This is an optimization exercise on Yosys and OpenROAD, whose aim is small area, a short achievable clock period and few clock cycles per item, not a production implementation.
Only simulation tests tie the RTL to the original design; equivalence was not proved.
Power is estimated from default activity; no workload was simulated.

`flow/config.mk`:
```
export PLATFORM = sky130hd
export DESIGN_NAME = ansi_escape_sgr_parser
export DESIGN_NICKNAME = ansi_escape_sgr_parser
export VERILOG_FILES = /design/flow/design.v
export SDC_FILE = /design/flow/constraint.sdc
export NUM_CORES = 4
export LEC_CHECK = 0
export CAP_MARGIN = 20
export CORE_MARGIN = 2
export CORE_UTILIZATION = 40
export SLEW_MARGIN = 20
```
`flow/constraint.sdc`:
```
create_clock -name core_clock -period 5.0 [get_ports {aclk}]
set_input_delay 1.0000 -clock core_clock [delete_from_list [all_inputs] [get_ports {aclk}]]
set_output_delay 1.0000 -clock core_clock [all_outputs]
set_load 0.01 [all_outputs]
```
`flow/design.v`:
```
package asgr_pkg;
    localparam logic [7:0] CHAR_BEL  = 8'h07;
    localparam logic [7:0] CHAR_LF   = 8'h0A;
    localparam logic [7:0] CHAR_CR   = 8'h0D;
    localparam logic [7:0] CHAR_ESC  = 8'h1B;
    localparam logic [7:0] CHAR_SEMI = 8'h3B;
    localparam logic [7:0] CHAR_LBRK = 8'h5B;
    localparam logic [7:0] CHAR_RBRK = 8'h5D;
    localparam logic [7:0] CHAR_SGR  = 8'h6D;   
    localparam logic [7:0] CHAR_0    = 8'h30;
    localparam logic [7:0] CHAR_9    = 8'h39;
    localparam logic [6:0] PARAM_MAX = 7'd127;
    typedef enum logic [1:0] {
        KIND_TEXT  = 2'd0,
        KIND_ERASE = 2'd1,
        KIND_STYLE = 2'd2
    } kind_t;
    localparam int CFG_IDX_W  = 3;
    localparam int CFG_DATA_W = 24;
    localparam logic [CFG_IDX_W-1:0] CFG_TEXT_RGB  = 3'd0;
    localparam logic [CFG_IDX_W-1:0] CFG_BACK_RGB  = 3'd1;
    localparam logic [CFG_IDX_W-1:0] CFG_WEIGHT    = 3'd2;
    localparam logic [CFG_IDX_W-1:0] CFG_ITALIC    = 3'd3;
    localparam logic [CFG_IDX_W-1:0] CFG_UNDERLINE = 3'd4;
    typedef struct packed {
        logic [23:0] text_rgb;
        logic [23:0] back_rgb;
        logic [1:0]  weight;
        logic        italic;
        logic        underline;
    } style_t;
    localparam style_t RESET_STYLE = {24'hCCCCCC, 24'h000000, 2'd0, 1'b0, 1'b0};
    typedef struct packed {
        kind_t      kind;
        logic [7:0] char_code;
        style_t     style;
        logic       last;
    } result_t;
    typedef struct packed {
        logic [1:0] n;
        result_t    r0;
        result_t    r1;
    } push_t;
    localparam int OQ_DEPTH = 4;
    localparam int OQ_PTR_W = $clog2(OQ_DEPTH);
    localparam int OQ_CNT_W = $clog2(OQ_DEPTH + 1);
    typedef struct packed {
        logic [OQ_CNT_W-1:0] count;
    } oq_stat_t;
endpackage
import asgr_pkg::*;
module asgr_parse (
    input  logic       aclk,
    input  logic       aresetn,
    input  logic       accept,
    input  logic [7:0] byte_in,
    input  asgr_pkg::style_t     defaults,
    output asgr_pkg::push_t      push
);
    typedef enum logic [4:0] {
        MODE_NORMAL = 5'b00001,
        MODE_CR     = 5'b00010,
        MODE_ESC    = 5'b00100,
        MODE_OSC    = 5'b01000,
        MODE_CSI    = 5'b10000
    } mode_t;
    mode_t      mode_reg,  mode_next;
    logic [6:0] pv_reg,    pv_next;
    logic       digit_reg, digit_next;
    logic       bad_reg,   bad_next;
    asgr_pkg::style_t     pend_reg,  pend_next;
    asgr_pkg::style_t     cur_reg,   cur_next;
    logic       lf_reg,    lf_next;
    logic [10:0] pv_prod;
    logic [6:0]  pv_sat;
    asgr_pkg::style_t      tok_style;
    asgr_pkg::push_t       res;
    function automatic logic [23:0] palette(input logic [3:0] idx);
        logic [23:0] c;
        case (idx)
            4'd0:  c = 24'h010101;
            4'd1:  c = 24'hDE382B;
            4'd2:  c = 24'h39B54A;
            4'd3:  c = 24'hFFC706;
            4'd4:  c = 24'h006FB8;
            4'd5:  c = 24'h762671;
            4'd6:  c = 24'h2CB5E9;
            4'd7:  c = 24'hCCCCCC;
            4'd8:  c = 24'h808080;
            4'd9:  c = 24'hFF0000;
            4'd10: c = 24'h00FF00;
            4'd11: c = 24'hFFFF00;
            4'd12: c = 24'h0000FF;
            4'd13: c = 24'hFF00FF;
            4'd14: c = 24'h00FFFF;
            default: c = 24'hFFFFFF;
        endcase
        palette = c;
    endfunction
    function automatic logic is_final(input logic [7:0] b);
        is_final = (b >= 8'h41 && b <= 8'h48) || b == 8'h4A || b == 8'h4B ||
               b == 8'h53 || b == 8'h54 || b == 8'h66 || b == 8'h69 ||
               b == 8'h6E || b == 8'h75 || b == 8'h73;
    endfunction
    function automatic asgr_pkg::result_t make_result(input asgr_pkg::kind_t k, input logic [7:0] ch,
                                            input asgr_pkg::style_t s, input logic last);
        asgr_pkg::result_t r;
        r.kind      = k;
        r.char_code = ch;
        r.style     = s;
        r.last      = last;
        make_result = r;
    endfunction
    function automatic asgr_pkg::style_t apply_sgr(input asgr_pkg::style_t s, input logic [6:0] v,
                                         input asgr_pkg::style_t dflt);
        asgr_pkg::style_t o;
        logic [6:0] d;
        o = s;
        d = '0;
        if (v == 7'd0) begin
            o = dflt;
        end else if (v == 7'd1) begin
            o.weight = 2'd1;
        end else if (v == 7'd2) begin
            o.weight = 2'd2;
        end else if (v == 7'd3) begin
            o.italic = 1'b1;
        end else if (v == 7'd4) begin
            o.underline = 1'b1;
        end else if (v >= 7'd30 && v <= 7'd37) begin
            d = v - 7'd30;
            o.text_rgb = palette(d[3:0]);
        end else if (v >= 7'd90 && v <= 7'd97) begin
            d = v - 7'd82;
            o.text_rgb = palette(d[3:0]);
        end else if (v >= 7'd40 && v <= 7'd47) begin
            d = v - 7'd40;
            o.back_rgb = palette(d[3:0]);
        end else if (v >= 7'd100 && v <= 7'd107) begin
            d = v - 7'd92;
            o.back_rgb = palette(d[3:0]);
        end
        apply_sgr = o;
    endfunction
    assign pv_prod = ({4'b0, pv_reg} << 3) + ({4'b0, pv_reg} << 1) + {7'b0, byte_in[3:0]};
    assign pv_sat  = (pv_prod > {4'b0, PARAM_MAX}) ? PARAM_MAX : pv_prod[6:0];
    assign tok_style = (digit_reg && !bad_reg) ? apply_sgr(pend_reg, pv_reg, defaults)
                                               : pend_reg;
    always_comb begin
        mode_next  = mode_reg;
        pv_next    = pv_reg;
        digit_next = digit_reg;
        bad_next   = bad_reg;
        pend_next  = pend_reg;
        cur_next   = cur_reg;
        lf_next    = lf_reg;
        res        = '0;
        unique case (mode_reg)
            MODE_CR: begin
                mode_next = MODE_NORMAL;
                if (byte_in == CHAR_LF) begin
                    res.n  = 2'd2;
                    res.r0 = make_result(KIND_TEXT, CHAR_CR, cur_reg, 1'b0);
                    res.r1 = make_result(KIND_TEXT, CHAR_LF, cur_reg, 1'b1);
                    lf_next = 1'b1;
                end else if (lf_reg) begin
                    res.n  = 2'd2;
                    res.r0 = make_result(KIND_ERASE, 8'd0, cur_reg, 1'b0);
                    res.r1 = make_result(KIND_TEXT, byte_in, cur_reg, 1'b1);
                end else begin
                    res.n  = 2'd1;
                    res.r0 = make_result(KIND_ERASE, 8'd0, cur_reg, 1'b1);
                end
            end
            MODE_ESC: begin
                if (byte_in == CHAR_LBRK) begin
                    mode_next  = MODE_CSI;
                    pv_next    = '0;
                    digit_next = 1'b0;
                    bad_next   = 1'b0;
                    pend_next  = defaults;
                end else if (byte_in == CHAR_RBRK) begin
                    mode_next = MODE_OSC;
                end
            end
            MODE_OSC: begin
                if (byte_in == CHAR_BEL) begin
                    mode_next = MODE_NORMAL;
                end
            end
            MODE_CSI: begin
                if (is_final(byte_in)) begin
                    mode_next = MODE_NORMAL;
                end else if (byte_in == CHAR_SGR) begin
                    pv_next    = '0;
                    digit_next = 1'b0;
                    bad_next   = 1'b0;
                    pend_next  = tok_style;
                    cur_next   = tok_style;
                    res.n      = 2'd1;
                    res.r0     = make_result(KIND_STYLE, 8'd0, tok_style, 1'b1);
                    mode_next  = MODE_NORMAL;
                end else if (byte_in == CHAR_SEMI) begin
                    pv_next    = '0;
                    digit_next = 1'b0;
                    bad_next   = 1'b0;
                    pend_next  = tok_style;
                end else if (byte_in >= CHAR_0 && byte_in <= CHAR_9) begin
                    pv_next    = pv_sat;
                    digit_next = 1'b1;
                end else begin
                    bad_next = 1'b1;
                end
            end
            default: begin
                mode_next = MODE_NORMAL;
                if (byte_in == CHAR_ESC) begin
                    lf_next   = 1'b0;
                    mode_next = MODE_ESC;
                end else if (byte_in == CHAR_CR) begin
                    mode_next = MODE_CR;
                end else begin
                    res.n  = 2'd1;
                    res.r0 = make_result(KIND_TEXT, byte_in, cur_reg, 1'b1);
                    if (byte_in == CHAR_LF) begin
                        lf_next = 1'b1;
                    end
                end
            end
        endcase
    end
    always_ff @(posedge aclk) begin
        if (!aresetn) begin
            mode_reg  <= MODE_NORMAL;
            pv_reg    <= '0;
            digit_reg <= 1'b0;
            bad_reg   <= 1'b0;
            pend_reg  <= RESET_STYLE;
            cur_reg   <= RESET_STYLE;
            lf_reg    <= 1'b0;
        end else if (accept) begin
            mode_reg  <= mode_next;
            pv_reg    <= pv_next;
            digit_reg <= digit_next;
            bad_reg   <= bad_next;
            pend_reg  <= pend_next;
            cur_reg   <= cur_next;
            lf_reg    <= lf_next;
        end
    end
    always_comb begin
        push   = res;
        push.n = accept ? res.n : 2'd0;
    end
endmodule
import asgr_pkg::*;
module asgr_outq (
    input  logic     aclk,
    input  logic     aresetn,
    input  asgr_pkg::push_t    push,
    input  logic     pop,
    output logic     can_take,
    output logic     head_valid,
    output asgr_pkg::result_t  head,
    output asgr_pkg::oq_stat_t stat
);
    logic [62:0]         entry_reg [OQ_DEPTH];   
    logic [OQ_PTR_W-1:0] wr_ptr_reg, wr_ptr_next;
    logic [OQ_PTR_W-1:0] rd_ptr_reg, rd_ptr_next;
    logic [OQ_CNT_W-1:0] count_reg,  count_next;
    logic [OQ_PTR_W-1:0] wr_ptr_p1;
    assign wr_ptr_p1  = wr_ptr_reg + OQ_PTR_W'(1);
    assign head_valid = (count_reg != '0);
    assign head       = entry_reg[rd_ptr_reg];
    assign can_take   = (count_reg <= OQ_CNT_W'(OQ_DEPTH - 2));
    assign stat.count = count_reg;
    always_comb begin
        wr_ptr_next = wr_ptr_reg + OQ_PTR_W'(push.n);
        rd_ptr_next = rd_ptr_reg + OQ_PTR_W'(pop);
        count_next  = count_reg + OQ_CNT_W'(push.n) - OQ_CNT_W'(pop);
    end
    always_ff @(posedge aclk) begin
        if (!aresetn) begin
            wr_ptr_reg <= '0;
            rd_ptr_reg <= '0;
            count_reg  <= '0;
        end else begin
            wr_ptr_reg <= wr_ptr_next;
            rd_ptr_reg <= rd_ptr_next;
            count_reg  <= count_next;
        end
    end
    always_ff @(posedge aclk) begin
        if (push.n != 2'd0) begin
            entry_reg[wr_ptr_reg] <= push.r0;
        end
        if (push.n == 2'd2) begin
            entry_reg[wr_ptr_p1] <= push.r1;
        end
    end
endmodule
import asgr_pkg::*;
module ansi_escape_sgr_parser (
    input  logic                  aclk,
    input  logic                  aresetn,
    input  logic                  cfg_wr_en,
    input  logic [CFG_IDX_W-1:0]  cfg_index,
    input  logic [CFG_DATA_W-1:0] cfg_wr_data,
    input  logic                  s_valid,
    output logic                  s_ready,
    input  logic [7:0]            s_byte_in,
    output logic                  m_valid,
    input  logic                  m_ready,
    output logic [1:0]            m_result_kind,
    output logic [7:0]            m_char_code,
    output logic [23:0]           m_text_rgb,
    output logic [23:0]           m_back_rgb,
    output logic [1:0]            m_weight,
    output logic                  m_italic,
    output logic                  m_underline,
    output logic                  m_last
);
    asgr_pkg::style_t   dflt_reg;
    logic     in_accept;
    logic     out_pop;
    asgr_pkg::push_t    push;
    asgr_pkg::result_t  head;
    asgr_pkg::oq_stat_t q_stat;
    always_ff @(posedge aclk) begin
        if (!aresetn) begin
            dflt_reg <= RESET_STYLE;
        end else if (cfg_wr_en) begin
            unique case (cfg_index)
                CFG_TEXT_RGB:  dflt_reg.text_rgb  <= cfg_wr_data[23:0];
                CFG_BACK_RGB:  dflt_reg.back_rgb  <= cfg_wr_data[23:0];
                CFG_WEIGHT:    dflt_reg.weight    <= cfg_wr_data[1:0];
                CFG_ITALIC:    dflt_reg.italic    <= cfg_wr_data[0];
                CFG_UNDERLINE: dflt_reg.underline <= cfg_wr_data[0];
                default: ;      
            endcase
        end
    end
    assign in_accept = s_valid && s_ready;
    assign out_pop   = m_valid && m_ready;
    asgr_parse u_parse (
        .aclk     (aclk),
        .aresetn  (aresetn),
        .accept   (in_accept),
        .byte_in  (s_byte_in),
        .defaults (dflt_reg),
        .push     (push)
    );
    asgr_outq u_outq (
        .aclk       (aclk),
        .aresetn    (aresetn),
        .push       (push),
        .pop        (out_pop),
        .can_take   (s_ready),
        .head_valid (m_valid),
        .head       (head),
        .stat       (q_stat)
    );
    assign m_result_kind = head.kind;
    assign m_char_code   = head.char_code;
    assign m_text_rgb    = head.style.text_rgb;
    assign m_back_rgb    = head.style.back_rgb;
    assign m_weight      = head.style.weight;
    assign m_italic      = head.style.italic;
    assign m_underline   = head.style.underline;
    assign m_last        = head.last;
endmodule
```
`flow/run.sh`:
```
#!/bin/bash
# synth_recipe.tcl (not shown) runs the flow's synth.tcl, then flattens the netlist and writes it again
# the make line also repeats each setting of config.mk as NAME=value (left out here)
make -C /OpenROAD-flow-scripts/flow DESIGN_CONFIG=/design/flow/config.mk WORK_HOME=/design/flow/orfs CLKGATE_MAP_FILE= SYNTH_SCRIPT=/design/flow/synth_recipe.tcl finish
```
==> summary.md <==
| Metric | Value |
|---|---|
| Crit path largest cell delay | 0.77 ns |
| Number of remaining DRC errors | 0 |
| Total count of hold-check failures in the final report | 0 |
| Outcome | finished clean |
| Synth top area share | 0.322 |
| Setup fix buffers added after clock tree synthesis | 0 |
| Final setup violation count | 0 |
| R2r setup slk | between 0.8 and 0.9 ns |
| Actual slew at the worst max-slew pin | 1.04 ns |
| Final critical-path setup slack | 0.851 ns |
| Post-DRT Antenna Nets | 0 |
| Power density over the cells | 372 mW/mm^2 |
| Area of the multi-input gates | around 0.011 mm^2 |
| Largest net degree at the start of global routing | 55 |
| Fraction of layout cells with a size suffix above 1 | 0.128 |
| LEAKAGE | just under 0.009 uW |
| Final critical delay including setup and external delays | 4.15 ns |
| Final weighted congestion in routability-driven placement | 0.913 |
| Fraction of registers with async set or reset after synthesis | 0 |
| Global-route usage over all layers | 0.257 |
| Starting utilization of the core area | 0.404 |
| Setup crit end kind | flop |
| Upper clock frequency limit | about 0.24 GHz |
| Crit-path leading delay family | compound AO/OA/AOI/OAI gates |
| Clk latency of the worst-skew pair | 0.61 ns |
| Core area | 0.0564 mm^2 |
| Number of placement rows | 87 |
| Detailed Route WL | 77000 um |
| Critical path launch point type | flop |
| Worst endpoint required time | approximately 5.5 ns |
| Floorplan die height | 243 um |
| PortBufs | 104 |
| Worst Hold Launch | u_outq.entry_reg[1][62]$_SDFFE_PP0N_ |
| Clock edge transition at the registers on the reported setup and hold paths | 0.06 ns |
| Top cells by area, synth | edfxtp_1 32%, dfxtp_1 16%, mux4_2 6.2% |
| Top Ports | approximately 110 |
| Die area | 0.0589 mm^2 |
| Met2 track utilization from global routing | 0.402 |
| Hold buffer count at cts | 0 |
| Met1 track demand over resource | 0.373 |
| Num CTS Buffers | 48 |
| Number of distinct library cells after synthesis | 105 |
| Post-synth EDFFs | 244 |
| Endpoint with the worst hold slack | u_outq.entry_reg[1][62]$_SDFFE_PP0N_ |
| Number of sinks on the clock net | 430 |
| Post-synthesis instance total | 2283 |
| Top cell type by total area after synthesis | edfxtp_1 |
| Number of H-tree levels | 2 |
| Number of fill cells | 5279 |
| Fin. max-slew vios | 0 |
| Syn nets | between 2000 and 2500 |
| Relative slew slack | 0.309 |
| Synthesized area divided by synthesized cell count | 9.98 um^2 |
| Cell count of the worst hold path | 2 |
| Total number of nets in the final design | 2421 |
| Synth Flop Type | edfxtp_1 |
| Ordered list of cells on the worst path | inv_2 -> ha_1 -> a22oi_1 -> nor3_1 -> nor2_1 -> a311oi_1 -> a2111oi_0 -> a221o_1 -> a22o_1 |
| Number of inserted diodes | 0 |
| Area overhead of the layout relative to synthesis | 16.0% |
| Via density | around 6.2 |
| Initial antenna violation count | 1 |
| Flops & latches, synth | 430 |
| Worst path buffer plus inverter count | 1 |
| Number of global-route vias before repair | 18301 |
| Slowest CP cell | dfxtp_1 |
| Most frequent cell after synthesis | nand2_1 |
| DRT iter0 DRCs | 2226 |
| R2R Path Start | u_parse.pv_reg[0]$_SDFFE_PN0P_ |
| Clock Tree Buf Depth | 3 |
| Post-Place Cells | 3049 |
| Peak supply drop | 0.000252 V |
| Proportion of synthesized chip area in sequential cells | 0.485 |
| Worst-path maximum fanout | 12 |
| Drt first pass iters | 6 |
| Minimum setup slack after placement | about 0.55 ns |
| Root buf cell | clkbuf_16 |
| Horizontal die dimension | 243 um |
| Post-route insts no fill | 3139 |
| Layer carrying the most global-route usage | met2 |
| Worst setup path category | reg -> reg |
| TritonCTS clock tree | done |
| Final setup TNS | 0 ns |
| Area of the mapped netlist | 0.0228 mm^2 |
| Max-cap check violation count | 0 |
| Final HPWL from detailed placement | between 50000 and 60000 um |
| Global routing usage on met3 | 0.0380 |
| Setup repair after global routing missed its margin | false |
| First-pass GRT wire length | roughly 120000 um |
| Reg-to-reg critical path endpoint | u_outq.entry_reg[0][32]$_DFFE_PP_ |
| Sum of overflow across all layers after global routing | 0 |
| Ranking of synthesized cells by instance count | 363 x nand2_1, 244 x edfxtp_1, 186 x dfxtp_1, 141 x a21oi_1, 138 x nor2_1 |
| YS warnings | 3 |
| Detail-routed net length per standard cell | about 25 um |
| FF-to-FF path depth | 9 |
| Vias after detailed routing | 19405 |
| Area taken by flip-flops and latches | roughly 0.011 mm^2 |
| Final Cycle Share | 0.830 |
| Path category of the worst min-delay check | reg -> reg |
| Layout Skew | about 0.021 ns |
| Largest register FFs | 252 |
| Data arrival time of the critical path | 4.61 ns |
| Cts repair resizes | 0 |
-- where the power goes --
part	internal, uW	total (uW)	switching (uW)
combinational	1040	2050	1010
clock	2090	3600	1500
sequential	4030	4180	153
total	7160	9820	2660
-- area by class of cell --
type	instances	area share
well taps	756	0.0358
repair buffers	208	0.0726
multi-input cells	1625	0.409
flip-flops and latches	430	0.418
inverters	30	0.00431
clock buffers	71	0.0510
clock inverters	19	0.00886
-- metal layers --
| layer | wire [um] | part of all wire |
|---|---|---|
| met4 | 1570 | 0.020 |
| met2 | 35100 | 0.46 |
| met3 | 6730 | 0.087 |
| met1 | 33600 | 0.44 |
| met5 | 9 | 0.00012 |
-- tightest hold or removal path, cell delays in order (launching register included) --
cell	delay [ns]
dfxtp_1	0.31
nand3_1	0.06
nand2_1	0.05
-- cell usage in the layout, fill, tap and decap left out, types with 10 or more instances in the layout --
master,synthesis,layout
a22o_1,91,91
clkdlybuf4s50_1,0,103
o21ai_1,81,78
o211ai_1,33,33
ha_1,35,35
a21oi_1,141,141
inv_1,28,25
a211o_1,11,11
o22ai_1,39,39
o22a_1,12,12
nand3_1,79,79
nor2_1,138,137
dfxtp_1,186,184
a22oi_1,16,16
and3_1,18,18
o21ai_0,114,114
buf_4,9,97
a211oi_1,13,13
nor3_1,33,33
edfxtp_1,244,244
nand2b_1,15,15
or3_1,11,11
mux4_2,63,63
a31oi_1,21,21
nand4_1,15,15
clkbuf_1,119,18
xnor2_1,12,12
nand2_1,363,361
clkbuf_16,0,49
o21a_1,14,14
o2bb2ai_1,10,10
nor2b_1,18,17
and2_1,27,27
-- cells by family (layout without fill, tap and decap cells) --
kind of cell               count (synthesis)  count (layout)  share of synthesized area
AOI/OAI and AO/OA                        729             729                      0.222
and+or+nand+nor                          771             771                      0.156
buffers and inverters                    228             328                     0.0428
muxes                                     71              71                     0.0658
adders and majority gates                 38              38                     0.0219
DFF                                      430             430                      0.485
xor gates and xnor gates                  16              16                    0.00615
-- how the worst max path moves through the flow --
stage	start	end	slack [ns]	cells past startpoint
floorplan	s_byte_in[0]	u_outq.entry_reg[2][0]$_DFFE_PP_	0.94	8
global placement	s_byte_in[4]	u_outq.count_reg[1]$_SDFF_PN0_	0.68	12
detailed placement	s_byte_in[4]	u_outq.count_reg[1]$_SDFF_PN0_	0.55	12
CTS	u_outq.rd_ptr_reg[0]$_SDFF_PN0_	m_text_rgb[14]	1.0	3
global route	u_parse.pv_reg[0]$_SDFFE_PN0P_	u_outq.entry_reg[0][32]$_DFFE_PP_	0.78	9
finish	u_parse.pv_reg[0]$_SDFFE_PN0P_	u_outq.entry_reg[0][32]$_DFFE_PP_	0.85	9
-- metrics by stage --
stage	utilization	instance area [um^2]	hold WS [ns]	total power, uW
global placement	0.441	24800	0.442	6320
CTS	0.469	26400	0.457	9900
floorplan	-	22800	0.431	5310
finish	0.469	26400	0.460	9820
global route	0.469	26400	0.477	10200
detailed placement	0.441	24800	0.448	6330
Testbench counts, summed over its fixed seeds: cycles 25,114, items 24,000.

port drivers added, routing unchanged:
The flow's constraints put no driver on any port. The routed layout listed below was extracted and timed again, unchanged, in two steps. Step 1 sets driving cells, clkbuf_16 on the clock port and buf_2 on the other inputs (assumed; they add their load-dependent delay and slew). Step 2 moves the port delays by t, midway between the first and last clock arrival at a register: inputs arrive t later, outputs are due t later. That takes back most of the time a late clock gives input paths. Slacks: ideal / step 1 / step 2; pairs: ideal / step 1.
t, ns: 0.655
setup slack, ns: 0.851 / 0.851 / 0.505
hold WS [ns]: 0.460 / 0.460 / 0.460
After both steps setup and hold are still met in this run. For this run, drivers alone change the setup slack by 0.000 ns; drivers and shift together by -0.346 ns.
